Background: an optimization exercise with open tools, aiming at a short achievable clock period and few clock cycles. Do not read the settings as production practice. The RTL was checked by simulation tests, not by an equivalence proof against the original design. Power and IR drop assume default switching activity.

$ cat flow/design.v
`default_nettype none
package toy_pkg;
    typedef logic [32-1:0]         word_t;
    typedef logic [30-1:0]           waddr_t;
    typedef logic [5-1:0]       ridx_t;
    typedef logic [17-1:0]      imm17_t;
    typedef logic [$clog2(32)-1:0] shamt_t;
    typedef enum logic [4:0] {
        OP_ADDI = 5'd0,
        OP_ANDI = 5'd1,
        OP_ORI  = 5'd2,
        OP_MOVI = 5'd3,
        OP_ADD  = 5'd4,
        OP_SUB  = 5'd5,
        OP_NEG  = 5'd6,
        OP_NOT  = 5'd7,
        OP_AND  = 5'd8,
        OP_OR   = 5'd9,
        OP_XOR  = 5'd10,
        OP_LSR  = 5'd11,
        OP_ASR  = 5'd12,
        OP_SHL  = 5'd13,
        OP_ROR  = 5'd14,
        OP_NOP  = 5'd15,
        OP_LD   = 5'd19,
        OP_ST   = 5'd21
    } opcode_e;
    typedef struct packed {
        logic    valid;
        opcode_e opcode;
        ridx_t   rd;
        word_t   rb_val;
        word_t   op2_val;
        word_t   st_data;
        imm17_t  imm17;
        logic    sel_rc;
        shamt_t  shamt;
        logic    abs_addr;
    } dec_ex_t;
    typedef struct packed {
        logic    valid;
        opcode_e opcode;
        ridx_t   rd;
        word_t   result;
        word_t   st_data;
    } ex_mem_t;
    typedef struct packed {
        logic  wr;
        ridx_t rd;
    } stage_tag_t;
    typedef struct packed {
        logic  we;
        ridx_t idx;
        word_t data;
    } rf_write_t;
    function automatic logic op_writes_reg(opcode_e op);
        op_writes_reg = (op <= 5'd14) || (op == 5'd19);
    endfunction
endpackage
`default_nettype wire
`timescale 1ns/1ns
`default_nettype none
module toy_fetch (
    input  logic            CLK_i,
    input  logic            RSTN_i,
    input  logic            stall_i,
    output logic            ireq_o,
    output toy_pkg::waddr_t iaddr_o,
    output logic            dec_valid_o
);
    logic   ireq_q;
    logic   dec_valid_q;
    toy_pkg::waddr_t dec_addr_q;
    always_comb begin
        if (!dec_valid_q)
            iaddr_o = '0;
        else if (stall_i)
            iaddr_o = dec_addr_q;
        else
            iaddr_o = dec_addr_q + 1'b1;
    end
    always_ff @(posedge CLK_i or negedge RSTN_i) begin
        if (!RSTN_i) begin
            ireq_q      <= 1'b0;
            dec_valid_q <= 1'b0;
            dec_addr_q  <= '0;
        end else begin
            ireq_q      <= 1'b1;
            dec_valid_q <= ireq_q;
            if (ireq_q)
                dec_addr_q <= iaddr_o;
        end
    end
    assign ireq_o      = ireq_q;
    assign dec_valid_o = dec_valid_q;
endmodule
`default_nettype wire
`timescale 1ns/1ns
`default_nettype none
module toy_regfile (
    input  logic               CLK_i,
    input  logic               RSTN_i,
    input  toy_pkg::rf_write_t wr_i,
    input  toy_pkg::ridx_t     raddr0_i,
    input  toy_pkg::ridx_t     raddr1_i,
    output toy_pkg::word_t     rdata0_o,
    output toy_pkg::word_t     rdata1_o
);
    toy_pkg::word_t regs [32];
    always_ff @(posedge CLK_i or negedge RSTN_i) begin
        if (!RSTN_i) begin
            for (int i = 0; i < 32; i++) begin
                regs[i] <= '0;
            end
        end else if (wr_i.we) begin
            regs[wr_i.idx] <= wr_i.data;
        end
    end
    assign rdata0_o = regs[raddr0_i];
    assign rdata1_o = regs[raddr1_i];
endmodule
`default_nettype wire
`timescale 1ns/1ns
`default_nettype none
module toy_decode (
    input  logic                CLK_i,
    input  logic                RSTN_i,
    input  toy_pkg::word_t      instr_i,
    input  logic                dec_valid_i,
    output toy_pkg::ridx_t      raddr0_o,
    output toy_pkg::ridx_t      raddr1_o,
    input  toy_pkg::word_t      rdata0_i,
    input  toy_pkg::word_t      rdata1_i,
    input  toy_pkg::stage_tag_t ex_tag_i,
    input  toy_pkg::rf_write_t  wb_i,
    output logic                stall_o,
    output toy_pkg::dec_ex_t    dec_ex_o
);
    logic [5-1:0] op_raw;
    toy_pkg::opcode_e    op;
    toy_pkg::ridx_t      ra;
    toy_pkg::ridx_t      rb;
    toy_pkg::ridx_t      rc;
    logic       sel_rc;
    logic       is_st;
    logic       rb_abs;
    logic       use_rb;
    logic       use_p1;
    logic       hit_rb;
    logic       hit_p1;
    toy_pkg::stage_tag_t own_tag;
    toy_pkg::stage_tag_t wb_tag;
    toy_pkg::dec_ex_t    dec_ex_d;
    toy_pkg::dec_ex_t    dec_ex_q;
    assign op_raw = instr_i[27 +: 5];
    assign ra     = instr_i[22 +: 5];
    assign rb     = instr_i[17 +: 5];
    assign rc     = instr_i[12 +: 5];
    assign sel_rc = instr_i[5];
    assign rb_abs = (rb == toy_pkg::ridx_t'(31));
    assign is_st  = (op == toy_pkg::OP_ST);
    always_comb begin
        if (op_raw <= toy_pkg::OP_ROR || op_raw == toy_pkg::OP_LD || op_raw == toy_pkg::OP_ST)
            op = toy_pkg::opcode_e'(op_raw);
        else
            op = toy_pkg::OP_NOP;
    end
    assign raddr0_o = rb;
    assign raddr1_o = is_st ? ra : rc;
    always_comb begin
        use_rb = 1'b0;
        use_p1 = 1'b0;
        case (op)
            toy_pkg::OP_ADDI, toy_pkg::OP_ANDI, toy_pkg::OP_ORI: use_rb = 1'b1;
            toy_pkg::OP_ADD, toy_pkg::OP_SUB, toy_pkg::OP_AND, toy_pkg::OP_OR, toy_pkg::OP_XOR: begin
                use_rb = 1'b1;
                use_p1 = 1'b1;
            end
            toy_pkg::OP_NEG, toy_pkg::OP_NOT: use_p1 = 1'b1;
            toy_pkg::OP_LSR, toy_pkg::OP_ASR, toy_pkg::OP_SHL, toy_pkg::OP_ROR: begin
                use_rb = 1'b1;
                use_p1 = sel_rc;
            end
            toy_pkg::OP_LD: use_rb = !rb_abs;
            toy_pkg::OP_ST: begin
                use_rb = !rb_abs;
                use_p1 = 1'b1;
            end
            default: ;
        endcase
    end
    function automatic logic tag_hit(toy_pkg::stage_tag_t tag, toy_pkg::ridx_t idx);
        tag_hit = tag.wr && (tag.rd == idx);
    endfunction
    assign own_tag.wr = dec_ex_q.valid && toy_pkg::op_writes_reg(dec_ex_q.opcode);
    assign own_tag.rd = dec_ex_q.rd;
    assign wb_tag.wr  = wb_i.we;
    assign wb_tag.rd  = wb_i.idx;
    assign hit_rb = tag_hit(own_tag, rb) || tag_hit(ex_tag_i, rb) || tag_hit(wb_tag, rb);
    assign hit_p1 = tag_hit(own_tag, raddr1_o) || tag_hit(ex_tag_i, raddr1_o)
                  || tag_hit(wb_tag, raddr1_o);
    assign stall_o = dec_valid_i && ((use_rb && hit_rb) || (use_p1 && hit_p1));
    always_comb begin
        dec_ex_d.valid    = 1'b1;
        dec_ex_d.opcode   = op;
        dec_ex_d.rd       = ra;
        dec_ex_d.rb_val   = rdata0_i;
        dec_ex_d.op2_val  = is_st ? '0 : rdata1_i;
        dec_ex_d.st_data  = is_st ? rdata1_i : '0;
        dec_ex_d.imm17    = instr_i[17-1:0];
        dec_ex_d.sel_rc   = sel_rc;
        dec_ex_d.shamt    = instr_i[$clog2(32)-1:0];
        dec_ex_d.abs_addr = rb_abs;
    end
    always_ff @(posedge CLK_i or negedge RSTN_i) begin
        if (!RSTN_i) begin
            dec_ex_q        <= '0;
            dec_ex_q.opcode <= toy_pkg::OP_NOP;
        end else if (!dec_valid_i || stall_o) begin
            dec_ex_q        <= '0;
            dec_ex_q.opcode <= toy_pkg::OP_NOP;
        end else begin
            dec_ex_q <= dec_ex_d;
        end
    end
    assign dec_ex_o = dec_ex_q;
endmodule
`default_nettype wire
`timescale 1ns/1ns
`default_nettype none
module toy_execute (
    input  logic                CLK_i,
    input  logic                RSTN_i,
    input  toy_pkg::dec_ex_t    dec_ex_i,
    output toy_pkg::stage_tag_t ex_tag_o,
    output toy_pkg::ex_mem_t    ex_mem_o
);
    localparam int EXT_W = 32 - 17;
    toy_pkg::word_t                  rb_v;
    toy_pkg::word_t                  op2;
    toy_pkg::word_t                  sext;
    toy_pkg::word_t                  zext;
    toy_pkg::shamt_t                 sh;
    logic [2*32-1:0] rot;
    toy_pkg::word_t                  result;
    toy_pkg::ex_mem_t                ex_mem_q;
    assign rb_v = dec_ex_i.rb_val;
    assign op2  = dec_ex_i.op2_val;
    assign sext = {{EXT_W{dec_ex_i.imm17[17-1]}}, dec_ex_i.imm17};
    assign zext = {{EXT_W{1'b0}}, dec_ex_i.imm17};
    assign sh = dec_ex_i.sel_rc ? op2[$clog2(32)-1:0] : dec_ex_i.shamt;
    assign rot = {rb_v, rb_v} >> sh;
    always_comb begin
        case (dec_ex_i.opcode)
            toy_pkg::OP_ADDI: result = rb_v + sext;
            toy_pkg::OP_ANDI: result = rb_v & sext;
            toy_pkg::OP_ORI:  result = rb_v | sext;
            toy_pkg::OP_MOVI: result = sext;
            toy_pkg::OP_ADD:  result = rb_v + op2;
            toy_pkg::OP_SUB:  result = rb_v - op2;
            toy_pkg::OP_NEG:  result = -op2;
            toy_pkg::OP_NOT:  result = ~op2;
            toy_pkg::OP_AND:  result = rb_v & op2;
            toy_pkg::OP_OR:   result = rb_v | op2;
            toy_pkg::OP_XOR:  result = rb_v ^ op2;
            toy_pkg::OP_LSR:  result = rb_v >> sh;
            toy_pkg::OP_ASR:  result = toy_pkg::word_t'($signed(rb_v) >>> sh);
            toy_pkg::OP_SHL:  result = rb_v << sh;
            toy_pkg::OP_ROR:  result = rot[32-1:0];
            toy_pkg::OP_LD, toy_pkg::OP_ST: result = dec_ex_i.abs_addr ? zext : rb_v + sext;
            default: result = '0;
        endcase
    end
    always_ff @(posedge CLK_i or negedge RSTN_i) begin
        if (!RSTN_i) begin
            ex_mem_q        <= '0;
            ex_mem_q.opcode <= toy_pkg::OP_NOP;
        end else begin
            ex_mem_q.valid   <= dec_ex_i.valid;
            ex_mem_q.opcode  <= dec_ex_i.opcode;
            ex_mem_q.rd      <= dec_ex_i.rd;
            ex_mem_q.result  <= result;
            ex_mem_q.st_data <= dec_ex_i.st_data;
        end
    end
    assign ex_tag_o.wr = ex_mem_q.valid && toy_pkg::op_writes_reg(ex_mem_q.opcode);
    assign ex_tag_o.rd = ex_mem_q.rd;
    assign ex_mem_o = ex_mem_q;
endmodule
`default_nettype wire
`timescale 1ns/1ns
`default_nettype none
module toy_mem_wb (
    input  logic               CLK_i,
    input  logic               RSTN_i,
    input  toy_pkg::ex_mem_t   ex_mem_i,
    output logic               dreq_o,
    output logic               drw_o,
    output toy_pkg::waddr_t    daddr_o,
    output toy_pkg::word_t     dwdata_o,
    input  toy_pkg::word_t     drdata_i,
    output toy_pkg::rf_write_t wb_o
);
    toy_pkg::ex_mem_t mem_wb_q;
    assign dreq_o   = ex_mem_i.valid && (ex_mem_i.opcode == toy_pkg::OP_LD || ex_mem_i.opcode == toy_pkg::OP_ST);
    assign drw_o    = ex_mem_i.valid && (ex_mem_i.opcode == toy_pkg::OP_ST);
    assign daddr_o  = ex_mem_i.result[30-1:0];
    assign dwdata_o = ex_mem_i.st_data;
    always_ff @(posedge CLK_i or negedge RSTN_i) begin
        if (!RSTN_i) begin
            mem_wb_q        <= '0;
            mem_wb_q.opcode <= toy_pkg::OP_NOP;
        end else begin
            mem_wb_q <= ex_mem_i;
        end
    end
    assign wb_o.we   = mem_wb_q.valid && toy_pkg::op_writes_reg(mem_wb_q.opcode);
    assign wb_o.idx  = mem_wb_q.rd;
    assign wb_o.data = (mem_wb_q.opcode == toy_pkg::OP_LD) ? drdata_i : mem_wb_q.result;
endmodule
`default_nettype wire
`timescale 1ns/1ns
`default_nettype none
module toy_core (
    input  logic            CLK_i,
    input  logic            RSTN_i,
    output logic            IREQ_o,
    output toy_pkg::waddr_t IADDR_o,
    input  toy_pkg::word_t  INSTR_i,
    output logic            DREQ_o,
    output logic            DRW_o,
    output toy_pkg::waddr_t DADDR_o,
    output toy_pkg::word_t  DWDATA_o,
    input  toy_pkg::word_t  DRDATA_i
);
    logic       stall;
    logic       dec_valid;
    toy_pkg::ridx_t      raddr0;
    toy_pkg::ridx_t      raddr1;
    toy_pkg::word_t      rdata0;
    toy_pkg::word_t      rdata1;
    toy_pkg::stage_tag_t ex_tag;
    toy_pkg::rf_write_t  wb;
    toy_pkg::dec_ex_t    dec_ex;
    toy_pkg::ex_mem_t    ex_mem;
    toy_fetch u_fetch (
        .CLK_i       (CLK_i),
        .RSTN_i      (RSTN_i),
        .stall_i     (stall),
        .ireq_o      (IREQ_o),
        .iaddr_o     (IADDR_o),
        .dec_valid_o (dec_valid)
    );
    toy_regfile u_regfile (
        .CLK_i    (CLK_i),
        .RSTN_i   (RSTN_i),
        .wr_i     (wb),
        .raddr0_i (raddr0),
        .raddr1_i (raddr1),
        .rdata0_o (rdata0),
        .rdata1_o (rdata1)
    );
    toy_decode u_decode (
        .CLK_i       (CLK_i),
        .RSTN_i      (RSTN_i),
        .instr_i     (INSTR_i),
        .dec_valid_i (dec_valid),
        .raddr0_o    (raddr0),
        .raddr1_o    (raddr1),
        .rdata0_i    (rdata0),
        .rdata1_i    (rdata1),
        .ex_tag_i    (ex_tag),
        .wb_i        (wb),
        .stall_o     (stall),
        .dec_ex_o    (dec_ex)
    );
    toy_execute u_execute (
        .CLK_i    (CLK_i),
        .RSTN_i   (RSTN_i),
        .dec_ex_i (dec_ex),
        .ex_tag_o (ex_tag),
        .ex_mem_o (ex_mem)
    );
    toy_mem_wb u_mem_wb (
        .CLK_i    (CLK_i),
        .RSTN_i   (RSTN_i),
        .ex_mem_i (ex_mem),
        .dreq_o   (DREQ_o),
        .drw_o    (DRW_o),
        .daddr_o  (DADDR_o),
        .dwdata_o (DWDATA_o),
        .drdata_i (DRDATA_i),
        .wb_o     (wb)
    );
endmodule
`default_nettype wire
$ cat flow/run.sh
#!/bin/bash
# synth_recipe.tcl (not shown) runs the flow's synth.tcl, then flattens the netlist and writes it again
# the make line also repeats each setting of config.mk as NAME=value (left out here)
make -C /OpenROAD-flow-scripts/flow DESIGN_CONFIG=/design/flow/config.mk WORK_HOME=/design/flow/orfs CLKGATE_MAP_FILE= SYNTH_SCRIPT=/design/flow/synth_recipe.tcl finish
$ cat flow/config.mk
export PLATFORM = sky130hd
export DESIGN_NAME = toy_core
export DESIGN_NICKNAME = toy_core
export VERILOG_FILES = /design/flow/design.v
export SDC_FILE = /design/flow/constraint.sdc
export NUM_CORES = 4
export LEC_CHECK = 0
export CAP_MARGIN = 20
export CORE_MARGIN = 2
export CORE_UTILIZATION = 40
export SLEW_MARGIN = 20
$ cat flow/constraint.sdc
create_clock -name core_clock -period 7.0 [get_ports {CLK_i}]
set_input_delay 1.4000 -clock core_clock [delete_from_list [all_inputs] [get_ports {CLK_i}]]
set_output_delay 1.4000 -clock core_clock [all_outputs]
set_load 0.01 [all_outputs]
==> impl_results.md <==
- Outcome: no timing/DRC/antenna violations
- Sequential element share of the synthesized area: 46.0%
- DP Wirelength: 251000 um
- Hold Crit Depth: 0
- GPL Wtd Cong: 1.05
- Unrepaired setup endpoints after global routing: no
- H-tree depth: 4
- Number of global-route vias before repair: 67500
- Reg2Reg Depth: 14
- Clk Latency, worst-skew pair: 850 ps
- Worst min path class: flip-flop to flip-flop
- Core area: 176000 sq um
- Post-CTS Setup Bufs: 0
- Num CTS Buffers: 143
- Measured slew at the worst slew-check pin: 1290 ps
- Most frequent cells in the layout: nor2_1, dfrtp_1, a21oi_1
- Leak Pwr: 0.0311 uW
- Initial Utilization: 40.2%
- Commonest non-fill, non-tap cell in the layout: nor2_1
- Crit Path Category: input port to output pin
- Ranking of synthesized cells by area: dfrtp_1, a21oi_1, nor2_1
- Fin crit share: 93.2%
- Max-Cap Viols: 0
- Die X: 424 um
- Wire length of the first global-routing pass: 540000 um
- P per Cell Area: 294 nW/um^2
- Initial antenna violation count: 40
- Routed via count: 73400
- Largest net degree at the start of global routing: 159
- Finish-stage setup viols: 0
- Share of layout cells above drive strength 1: 10.4%
- Final Max Tran Viols: 0
- Multi-input gate area: 35800 sq um
- Syn_area_per_cell: 9.10 sq um
- Row count: 154
- CTS resizes: 0
- Total power: 23900 uW
- GR Overflow Total: 0
- Die Y-Extent: 424 um
- Register area: 32500 sq um
- Root buf cell: clkbuf_16
- Clk_skew: 68.5 ps
- Final non-filler cell total: 10100
- TritonCTS clock tree: built
- Clock transition at the registers of the reported paths: 60 ps
- Peak VDD IR: 0.251 mV
- Critical Path RT: 5600 ps
- Worst r2r dst: u_execute.ex_mem_q[62]
- Worst EP arrival: 5120 ps
- Io pins: 161
- Asr flop ratio synth: 100%
- Synthesis Warnings: 6
- EDFF count, synth: 0
- Area growth, synth to finish: 15.0%
- Synth top area share: 45.6%
- Total track usage: 42.5%
- Clock sinks: 1299
- Hold path startpoint: u_decode.dec_ex_q[44]
- Max Freq: 153 MHz
- Iteration-0 DRC Markers: 14600
- Worst hold endpoint: u_execute.ex_mem_q[20]
- Crit. End Element: output pin
- Via-to-Cell Ratio: 7.24
- Slew headroom: 13.6%
- Syn nets: 7928
- Critical Path Source Type: input port
- Final nets: 7803
- Synth Flop Type: dfrtp_1
- Residual DRC: 0
- Final wirelength: 392000 um
- Filler cells: 16700
- Number of synthesized register bits: 1299
- DR pass1 iterations: 13
- R2r setup slk: 1120 ps
- Synth area leader: dfrtp_1
- IO buf count: 160
- Count of endpoints failing hold in the final timing report: 0
- CTS Buffer Depth: 3
- WL/cell: 38.7 um
- Hold buffer count at CTS: 0
- Routed Antenna Nets: 0
- Sum Neg Setup Slack: 0 ps
- Critical Path Fanout Max: 16
- Mapped Area: 70700 sq um
- Yosys cell types: 102
- Cell count after synthesis: 7765
- Die area: 180000 sq um
- Hold WS: 322 ps
- Reg2reg start: u_decode.dec_ex_q[127]
- Placed instance count: 9820
- Period minus WS final: 6520 ps
[cells in the mapped netlist, types with 21 or more instances]
cell type,count
a211oi_1,34
a21o_1,42
a21oi_1,1275
a221oi_1,301
a222oi_1,45
a22o_1,278
a22oi_1,348
a31oi_1,25
and2_1,40
and3_1,48
buf_1,25
buf_2,72
buf_4,72
clkbuf_1,571
dfrtp_1,1287
ha_1,94
inv_1,66
mux2i_1,201
mux4_2,31
nand2_1,267
nand2b_1,43
nand3_1,145
nand4_1,134
nor2_1,1366
nor2b_1,59
nor3_1,55
nor4_1,32
o2111ai_1,36
o211ai_1,50
o21a_1,25
o21ai_0,147
o221ai_1,21
o22ai_1,29
o32ai_1,50
or3_1,34
xnor2_1,61
xor2_1,48
[layout make-up]
type | count | share of cell area (%)
repair buffers | 478 | 5.70
diodes | 37 | 0.114
clock buffers | 205 | 5.18
inverters | 67 | 0.310
clock inverters | 53 | 0.936
flip-flops and latches | 1299 | 40.0
multi-input cells | 5651 | 44.1
well taps | 2340 | 3.60
[cells by family (layout without fill, tap and decap cells)]
group | count (synthesis) | after routing | synth area share (%)
buffers and inverters | 815 | 803 | 4.92
adder cells (fa/ha/maj) | 97 | 97 | 1.75
AND/OR/NAND/NOR | 2310 | 2310 | 14.5
AO/OA/AOI/OAI | 2880 | 2880 | 27.2
multiplexers | 254 | 254 | 4.21
flip-flops | 1299 | 1299 | 46.0
XOR/XNOR | 109 | 109 | 1.35
other | 1 | 38 | 0.00531
[registers in the layout, summed over array words and instances, names as in the netlist]
name / count
u_regfile.regs: 1024
u_decode.dec_ex_q: 125
u_execute.ex_mem_q: 75
u_mem_wb.mem_wb_q: 43
u_fetch.dec_addr_q: 30
u_fetch.dec_valid_q: 1
u_fetch.ireq_q: 1
[per-layer routing]
| layer | up-vias | GRT usage [%] | wire, um |
|---|---|---|---|
| met5 | - | 3.36 | 1100 |
| met4 | 42 | 34.2 | 42400 |
| met3 | 2410 | 19.9 | 60000 |
| met2 | 6909 | 58.3 | 155000 |
| met1 | 35400 | 50.2 | 134000 |
| li1 | 28600 | - | - |
[through the flow]
step                util (%)  instance area, sq um  setup slack [ps]
finish                  46.2                 81200               477
global route            46.1                 81200               254
CTS                     45.9                 80800               552
detailed placement      43.1                 75800               560
global placement        43.0                 75600               584
floorplan                  -                 70700              1870
[where the power goes]
group / total [uW] / switching (uW) / internal, uW / leakage, uW
Combinational: 5500 / 3470 / 2030 / 0.0152
Sequential: 10200 / 1500 / 8740 / 0.0134
Clock: 8120 / 3390 / 4720 / 0.00244
[worst max path at each step]
stage | startpoint | endpoint | slack (ps)
floorplan | INSTR_i[31] | IADDR_o[26] | 1870
global placement | INSTR_i[31] | IADDR_o[6] | 580
detailed placement | INSTR_i[31] | IADDR_o[6] | 560
CTS | INSTR_i[31] | IADDR_o[6] | 550
global route | INSTR_i[31] | IADDR_o[16] | 250
finish | INSTR_i[31] | IADDR_o[6] | 480
[worst max-delay path: stages]
cell,delay [ps]
clkdlybuf4s50_1,690
and3b_1,480
nand3_1,230
nand2_1,150
xor2_1,150
nor2_1,80
a41oi_4,230
buf_4,290
nand3_2,280
or3_1,410
a21oi_1,160
clkdlybuf4s50_1,560
Testbench counts, summed over its fixed seeds: cycles 71,090.

==> what the ideal ports hide <==
The flow's constraints put no driver on any port. The routed layout listed below was extracted and timed again, unchanged, in two steps.
Step 1: set_driving_cell puts a clkbuf_16 on CLK_i and a buf_2 on each other input, an assumption about the parent block.
Step 2 also shifts input and output timing later by t, the mid clock arrival at the registers, as if the neighbouring blocks saw the same clock.
a / b / c = ideal ports / drivers / drivers and shift; a / b = the first two.
shift t [ns]: 0.904
slack for setup (ns): 0.477 / 0.228 / 0.228
clock arrival spread, ns: 0.071 / 0.071
After both steps setup and hold are still met in this run. For this run, drivers alone change the setup slack by -0.249 ns; drivers and shift together by -0.249 ns.
